Background: an optimization exercise with open tools, aiming at small area, a short achievable clock period and few clock cycles. Do not read the settings as production practice.
The RTL was checked by simulation tests, not by an equivalence proof against the original design.

==> design/flow/design.v <==
`timescale 1ns / 1ps
package cnda_pkg;
    localparam int VecDim = 16;
    localparam int IdxW = 4;
    localparam logic [2:0] REQ_SAMPLE  = 3'd0;
    localparam logic [2:0] REQ_ADAPT   = 3'd1;
    localparam logic [2:0] REQ_WIN     = 3'd2;
    localparam logic [2:0] REQ_DENSITY = 3'd3;
    localparam logic [2:0] REQ_WWRITE  = 3'd4;
    localparam logic KIND_DIST    = 1'b0;
    localparam logic KIND_DENSITY = 1'b1;
    typedef struct packed {
        logic [2:0]         req_type;
        logic [3:0]         elem_index;
        logic signed [15:0] elem_value;
        logic               last_elem;
        logic               is_winner;
        logic [15:0]        mean_density;
    } in_item_t;
    typedef struct packed {
        logic        result_kind;
        logic [17:0] distance;
        logic [15:0] density;
    } out_item_t;
endpackage
`timescale 1ns / 1ps
module competitive_node_distance_adapt (
    input  logic                  clk,
    input  logic                  rst_n,
    input  logic                  cfg_we,
    input  logic [15:0]           cfg_wdata,
    input  logic                  in_valid,
    output logic                  in_stall,
    input  logic [40:0]           in_data,
    output logic                  out_valid,
    input  logic                  out_stall,
    output logic [34:0]           out_data
);
    localparam logic [3:0] S_IDLE  = 4'd0;
    localparam logic [3:0] S_SQ    = 4'd1;
    localparam logic [3:0] S_ROOT  = 4'd2;
    localparam logic [3:0] S_AMUL  = 4'd3;
    localparam logic [3:0] S_ADIV  = 4'd4;
    localparam logic [3:0] S_AWB   = 4'd5;
    localparam logic [3:0] S_DM1   = 4'd6;
    localparam logic [3:0] S_DM2   = 4'd7;
    localparam logic [3:0] S_DDIV  = 4'd8;
    localparam logic [3:0] S_OUT   = 4'd9;
    localparam logic [3:0] S_DEN0  = 4'd10;
    localparam int IW = cnda_pkg::IdxW;
    logic [3:0]  state_reg, state_next;
    logic [15:0] rate_reg;
    logic signed [15:0] wgt_reg [cnda_pkg::VecDim];
    logic signed [15:0] smp_reg [cnda_pkg::VecDim];
    logic [31:0] sum_reg;
    logic [15:0] win_reg;
    cnda_pkg::in_item_t item_reg;
    logic [IW:0] idx_reg;
    logic [47:0] num_reg;      
    logic [47:0] rem_reg;
    logic [47:0] quo_reg;
    logic [47:0] den_reg;
    logic [5:0]  cnt_reg;
    logic        neg_reg;
    logic        ovalid_reg;
    cnda_pkg::out_item_t odata_reg;
    logic accept;
    cnda_pkg::in_item_t in_item;
    assign in_item  = cnda_pkg::in_item_t'(in_data);
    assign in_stall = (state_reg != S_IDLE) || ovalid_reg;
    assign accept   = in_valid && !in_stall;
    assign out_valid = ovalid_reg;
    assign out_data  = odata_reg;
    logic [15:0] m_eff;
    assign m_eff = (win_reg == 16'd0) ? 16'd1 : win_reg;
    logic [47:0] rem_sh;
    logic        rem_ge;
    assign rem_sh = {rem_reg[46:0], num_reg[47]};
    assign rem_ge = rem_sh >= den_reg;
    logic [33:0] rt_trial;
    logic [33:0] rt_rem;
    assign rt_rem   = {rem_reg[31:0], num_reg[31:30]};
    assign rt_trial = {quo_reg[15:0], 2'b01};
    logic [IW-1:0] ai;
    assign ai = idx_reg[IW-1:0];
    logic signed [16:0] samp_diff;
    assign samp_diff = 17'(item_reg.elem_value) - 17'(wgt_reg[item_reg.elem_index]);
    logic [47:0] quo_next_div;
    assign quo_next_div = {quo_reg[46:0], rem_ge};
    logic signed [17:0] nw_full;
    logic signed [16:0] q_signed;
    assign q_signed = neg_reg ? -$signed({1'b0, quo_reg[15:0]}) : $signed({1'b0, quo_reg[15:0]});
    assign nw_full = 18'(wgt_reg[ai]) + 18'(q_signed);
    always_comb
    begin
        state_next = state_reg;
        unique case (state_reg)
            S_IDLE:
            begin
                if (accept)
                begin
                    unique case (in_item.req_type)
                        cnda_pkg::REQ_SAMPLE:  state_next = S_SQ;
                        cnda_pkg::REQ_ADAPT:   state_next = S_AMUL;
                        cnda_pkg::REQ_DENSITY: state_next = S_DEN0;
                        default:               state_next = S_IDLE;
                    endcase
                end
            end
            S_SQ:   state_next = item_reg.last_elem ? S_ROOT : S_IDLE;
            S_ROOT: state_next = (cnt_reg == 6'd15) ? S_OUT : S_ROOT;
            S_AMUL: state_next = S_ADIV;
            S_ADIV: state_next = (cnt_reg == 6'd47) ? S_AWB : S_ADIV;
            S_AWB:  state_next = (idx_reg == (IW+1)'(cnda_pkg::VecDim - 1)) ? S_IDLE : S_AMUL;
            S_DEN0: state_next = S_DM1;
            S_DM1:  state_next = S_DM2;
            S_DM2:  state_next = S_DDIV;
            S_DDIV: state_next = (cnt_reg == 6'd47) ? S_OUT : S_DDIV;
            S_OUT:  state_next = S_IDLE;
            default: state_next = S_IDLE;
        endcase
    end
    always_ff @(posedge clk or negedge rst_n)
    begin
        if (!rst_n)
        begin
            state_reg  <= S_IDLE;
            rate_reg   <= 16'd32768;
            sum_reg    <= '0;
            win_reg    <= 16'd1;
            ovalid_reg <= 1'b0;
            odata_reg  <= '0;
            item_reg   <= '0;
            idx_reg    <= '0;
            num_reg    <= '0;
            rem_reg    <= '0;
            quo_reg    <= '0;
            den_reg    <= '0;
            cnt_reg    <= '0;
            neg_reg    <= 1'b0;
            for (int i = 0; i < cnda_pkg::VecDim; i++)
            begin
                wgt_reg[i] <= '0;
                smp_reg[i] <= '0;
            end
        end
        else
        begin
            state_reg <= state_next;
            if (cfg_we)
                rate_reg <= cfg_wdata;
            if (ovalid_reg && !out_stall)
                ovalid_reg <= 1'b0;
            if (accept)
            begin
                item_reg <= in_item;
                if (in_item.req_type == cnda_pkg::REQ_WIN && win_reg != 16'hFFFF)
                    win_reg <= win_reg + 16'd1;
                if (in_item.req_type == cnda_pkg::REQ_WWRITE)
                    wgt_reg[in_item.elem_index] <= in_item.elem_value;
                if (in_item.req_type == cnda_pkg::REQ_ADAPT)
                    idx_reg <= '0;
            end
            unique case (state_reg)
                S_SQ:
                begin
                    begin
                        logic [33:0] sq;
                        logic [32:0] s;
                        sq = 34'($signed(samp_diff) * $signed(samp_diff));
                        s  = 33'(sum_reg) + 33'(sq);
                        smp_reg[item_reg.elem_index] <= item_reg.elem_value;
                        if (item_reg.last_elem)
                        begin
                            num_reg <= {16'd0, (s[32] ? 32'hFFFF_FFFF : s[31:0])};
                            rem_reg <= '0;
                            quo_reg <= '0;
                            cnt_reg <= '0;
                            sum_reg <= '0;
                        end
                        else
                            sum_reg <= s[32] ? 32'hFFFF_FFFF : s[31:0];
                    end
                end
                S_ROOT:
                begin
                    num_reg <= {num_reg[45:0], 2'b00};
                    cnt_reg <= cnt_reg + 6'd1;
                    if (rt_rem >= rt_trial)
                    begin
                        rem_reg <= 48'(rt_rem - rt_trial);
                        quo_reg <= {quo_reg[46:0], 1'b1};
                    end
                    else
                    begin
                        rem_reg <= 48'(rt_rem);
                        quo_reg <= {quo_reg[46:0], 1'b0};
                    end
                    if (cnt_reg == 6'd15)
                    begin
                        odata_reg.result_kind <= cnda_pkg::KIND_DIST;
                        odata_reg.density     <= '0;
                        odata_reg.distance    <= {2'b00,
                            quo_reg[14:0], (rt_rem >= rt_trial)};
                    end
                end
                S_AMUL:
                begin
                    begin
                        logic signed [16:0] d;
                        logic [16:0] ad;
                        d  = 17'(smp_reg[ai]) - 17'(wgt_reg[ai]);
                        ad = d[16] ? 17'(-d) : d;
                        neg_reg <= d[16];
                        num_reg <= 48'(ad * rate_reg) << 15;
                        den_reg <= item_reg.is_winner ? (48'(m_eff) << 16) :
                                   ((48'(m_eff) * 48'd100) << 16);
                        rem_reg <= '0;
                        quo_reg <= '0;
                        cnt_reg <= 6'd15;
                    end
                end
                S_ADIV:
                begin
                    num_reg <= {num_reg[46:0], 1'b0};
                    rem_reg <= rem_ge ? rem_sh - den_reg : rem_sh;
                    quo_reg <= quo_next_div;
                    cnt_reg <= cnt_reg + 6'd1;
                end
                S_AWB:
                begin
                    if (nw_full > 18'sd32767)
                        wgt_reg[ai] <= 16'sh7FFF;
                    else if (nw_full < -18'sd32768)
                        wgt_reg[ai] <= 16'sh8000;
                    else
                        wgt_reg[ai] <= nw_full[15:0];
                    idx_reg <= idx_reg + 1'b1;
                end
                S_DEN0:
                begin
                    num_reg <= 48'(17'd4096 + 17'(item_reg.mean_density));
                end
                S_DM1:
                begin
                    num_reg <= 48'(num_reg[16:0] * num_reg[16:0]);
                end
                S_DM2:
                begin
                    begin
                        logic [49:0] dprod;
                        dprod = 50'(num_reg[33:0]) * 50'(m_eff);
                        den_reg <= (dprod[49:48] != 2'b00) ? 48'hFFFF_FFFF_FFFF : dprod[47:0];
                    end
                    num_reg <= 48'h0100_0000_0000;
                    rem_reg <= '0;
                    quo_reg <= '0;
                    cnt_reg <= '0;
                end
                S_DDIV:
                begin
                    num_reg <= {num_reg[46:0], 1'b0};
                    rem_reg <= rem_ge ? rem_sh - den_reg : rem_sh;
                    quo_reg <= quo_next_div;
                    cnt_reg <= cnt_reg + 6'd1;
                    if (cnt_reg == 6'd47)
                    begin
                        odata_reg.result_kind <= cnda_pkg::KIND_DENSITY;
                        odata_reg.distance    <= '0;
                        odata_reg.density     <= (quo_next_div[47:16] != 0) ?
                                                 16'hFFFF : quo_next_div[15:0];
                    end
                end
                S_OUT:
                    ovalid_reg <= 1'b1;
                default: ;
            endcase
        end
    end
endmodule
==> design/flow/run.sh <==
#!/bin/bash
# synth_recipe.tcl (not shown) runs the flow's synth.tcl, then flattens the netlist and writes it again
# the make line also repeats each setting of config.mk as NAME=value (left out here)
make -C /OpenROAD-flow-scripts/flow DESIGN_CONFIG=/design/flow/config.mk WORK_HOME=/design/flow/orfs CLKGATE_MAP_FILE= SYNTH_SCRIPT=/design/flow/synth_recipe.tcl finish
==> design/flow/config.mk <==
export PLATFORM = sky130hd
export DESIGN_NAME = competitive_node_distance_adapt
export DESIGN_NICKNAME = competitive_node_distance_adapt
export VERILOG_FILES = /design/flow/design.v
export SDC_FILE = /design/flow/constraint.sdc
export NUM_CORES = 4
export LEC_CHECK = 0
export CAP_MARGIN = 20
export CORE_MARGIN = 2
export CORE_UTILIZATION = 40
export SLEW_MARGIN = 20
==> design/flow/constraint.sdc <==
create_clock -name core_clock -period 12.0 [get_ports {clk}]
set_input_delay 2.4000 -clock core_clock [delete_from_list [all_inputs] [get_ports {clk}]]
set_output_delay 2.4000 -clock core_clock [all_outputs]
set_load 0.01 [all_outputs]
==> results.yml <==
sta:
  finalCritPeriodShare_pct: 96.2
  timing.slew.headroom_pct: 20.9
  period_minus_slack_ps: 11540
  tightest_slew_ps: 1190
  grt_setup_unrepaired: "true"
  max_clock_freq_mhz: 86.7
  setup-violations-final: 0
  hold_viol: 0
  finalClockSkew_ps: 57.3
  drv_slew: 0
detailed_routing:
  wl_um: 333000
  wl_per_cell_um: 24.9
  drtAntennaViolNets: 0
  drc_errors: 0
  drt-pass1-iter-count: 10
  via_per_inst: 5.74
  drt_iter0_drc: 7614
  vias: 76800
worst_setup_path:
  cpPeakStageDelay_ps: 840
  crit_path_frequent_cell: "fa_1"
  reg2reg_depth: 37
  worst_r2r_endpoint: "num_reg[47]"
  cp_data_required_time_ps: 12630
  reg2reg_slack_ps: 460
  critPathKind: "flip-flop to flip-flop"
  start_kind: "flip-flop"
  critPathSlowestCell: "and2_1"
  reg2reg_from: "idx_reg[3]"
  endpoint_kind: "flip-flop"
  crit_fanout: 11
  arrival_ps: 12170
worst_hold_path:
  hp-class: "flip-flop to flip-flop"
  hold_depth: 2
  hp-start: "smp_reg[9][1]"
  hold_end: "smp_reg[9][1]"
yosys:
  netlist-cell-type-count: 94
  synth.most_common_cell: "inv_1"
  synth_ff_type: "dfrtp_1"
  synth_xor_area_share_pct: 2.70
  synth_compound_gate_area_share_pct: 13.5
  synthSimpleGateAreaFrac_pct: 13.0
  synth.top_cell.area_share_pct: 24.8
  netlist_area_sq_um: 94000
  ys_seq_elements: 854
  async_flop_share_pct: 100
  synth-edff-count: 0
  synth_warnings: 3
  synth_fa_ha_area_share_pct: 33.1
  synth.avg_cell_area_sq_um: 9.18
  yosys.area.top_type: "fa_1"
  ys_seq_area_share_pct: 22.7
  muxShareOfSynthArea_pct: 6.57
  syn_inst: 10200
  synth_top_family_by_area: "adder cells"
  synth_commonest_cells: "inv_1 (1483), nand2_1 (1411), fa_1 (1166), dfrtp_1 (852), ha_1 (620)"
  ys_top_cells_by_area: "fa_1 (25%), dfrtp_1 (23%), ha_1 (8.2%)"
global_routing:
  grt_antenna_before_repair: 20
  grt.total_usage_pct: 27.9
  grt_pass1_vias: 79500
  grt_max_degree: 140
  grt_first_pass_wirelength_um: 506000
  globalRouteOverflowTotal: 0
job:
  maxCapViolCount: 0
clock_tree:
  ctsHoldBuffers: 0
  clockBufferDepth: 3
  cts_tree: "yes"
  cts.root.buffer_cell: "clkbuf_16"
  htree_levels: 3
  cts_made_buffers: 99
  worstSkewPairLatency_ps: 780
  clkTransAtPathRegs_ps: 70
  numClockSinks: 854
cells_and_area:
  syn2layout_area_growth_pct: 9.38
  drive_above_1_share_pct: 10.9
  finalNetCount: 12000
  final_cells: 13400
die:
  chipHeight_um: 489
  initial_core_util_pct: 40.1
  chipWidth_um: 489
  num_io_pins: 99
  die-area_sq_um: 239000
  coreArea_sq_um: 235000
  rows: 178
placed_design:
  hpwlAfterDp_um: 246000
  port_buffers: 96
  place.gp.congestion: 0.987
  placedCellCount: 13200
outcome:
  status: "timing/DRC/antenna clean"
[worst max-delay path: cells and delay by family, from the launching register on]
kind / cells / cell delay (ps)
mux: 1 / 360
buf+inv: 5 / 550
flops: 1 / 540
xor+xnor: 1 / 250
fa+ha+maj: 8 / 3750
compound gates: 11 / 3400
simple gates: 11 / 2550
[final cells by class]
cell class,instances,area [sq um]
inverter,1499,5630
fill,22600,132000
sequential,854,21400
multi-input combinational,7301,65200
tap,3150,3940
clock buffer,128,2770
timing repair buffer,378,3280
clock inverter,49,592
antenna,13,32.5
[layout by cell type, fill, tap and decap left out, types with 33 or more instances in the layout]
master / netlist / routed
a211oi_1: 40 / 39
a21o_1: 117 / 117
a21oi_1: 333 / 324
a221oi_1: 57 / 57
a222oi_1: 49 / 49
a22o_1: 63 / 63
a22oi_1: 268 / 268
a31oi_1: 44 / 43
and2_1: 191 / 187
and3_1: 119 / 119
buf_4: 3 / 264
clkbuf_16: 0 / 100
clkdlybuf4s50_1: 0 / 95
dfrtp_1: 852 / 847
fa_1: 1166 / 1166
ha_1: 620 / 619
inv_1: 1483 / 1481
mux2_2: 518 / 518
nand2_1: 1411 / 1397
nand2b_1: 63 / 62
nand3_1: 130 / 128
nand4_1: 84 / 84
nor2_1: 443 / 425
nor2b_1: 69 / 69
nor3_1: 94 / 73
o21a_1: 39 / 39
o21ai_0: 601 / 598
o22ai_1: 47 / 47
o31ai_1: 37 / 33
or3_1: 38 / 38
xnor2_1: 191 / 185
xor2_1: 99 / 99
[stage by stage]
stage          cell area [sq um]  util, %  setup TNS (ps)  setup WS (ps)  hold slack [ps]
2_1_floorplan              94000        -               0            698              445
3_3_place_gp               99300     42.3               0           63.3              458
3_5_place_dp               99400     42.4               0            114              466
4_1_cts                   103000     43.8               0           25.9              482
5_1_grt                   103000     43.9           -46.1          -39.3              508
6_report                  103000     43.9               0            461              480
[routing by layer]
layer / track usage, % / up-vias / wire length [um]
met5: 0 / - / 64
met4: 11.8 / 10 / 16000
met3: 4.55 / 791 / 25800
met2: 44.9 / 3254 / 153000
met1: 37.2 / 39200 / 138000
li1: - / 33600 / -
[cells by family (layout without fill, tap and decap cells)]
logic type / count (synthesis) / in the layout
other: 1 / 15
multiplexers: 552 / 552
flip-flops: 854 / 854
adder cells (fa/ha/maj): 1789 / 1789
XOR/XNOR: 290 / 290
buffers and inverters: 2089 / 2054
AO/OA/AOI/OAI: 1943 / 1943
AND/OR/NAND/NOR: 2725 / 2725
[how the worst max path moves through the flow]
stage          cells past startpoint  slack, ps     endpoint         start
2_1_floorplan                     44        700  num_reg[16]  item_reg[36]
3_5_place_dp                      41        110  num_reg[47]    idx_reg[0]
5_1_grt                           40        -40  num_reg[47]    idx_reg[0]
6_report                          37        460  num_reg[47]    idx_reg[3]
4_1_cts                           41         30  num_reg[47]    idx_reg[0]
3_3_place_gp                      39         60  num_reg[47]    idx_reg[0]
[repair_timing]
| item | in CTS | in global routing |
|---|---|---|
| buffers inserted | 0 | 0 |
| gates resized for setup | 0 | 32 |
| endpoints found under the setup margin | 0 | 75 |
Testbench counts, summed over its fixed seeds: cycles 123,997.

what the ideal ports hide:
The flow's constraints put no driver on any port. The routed layout listed below was extracted and timed again, unchanged, in two steps. Step 1 assumes that a clkbuf_16 drives the clock port and a buf_2 every other input. Step 2 adds t to the input delays and takes it off the output delays; t is the mean of the earliest and latest rising clock arrival at the registers after step 1. Input paths then give back, and output paths get back, about the clock's delay inside the block. Three values: ideal, step 1, step 2; two values: the first two.
shift t [ns]: 0.837
setup slack, ns: 0.461 / 0.461 / 0.461
worst setup path after step 2: register to register
clock arrival spread, ns: 0.059 / 0.060
After both steps this run still meets setup and hold. The setup slack of this run moves by 0.000 ns with the drivers and by 0.000 ns with both steps.
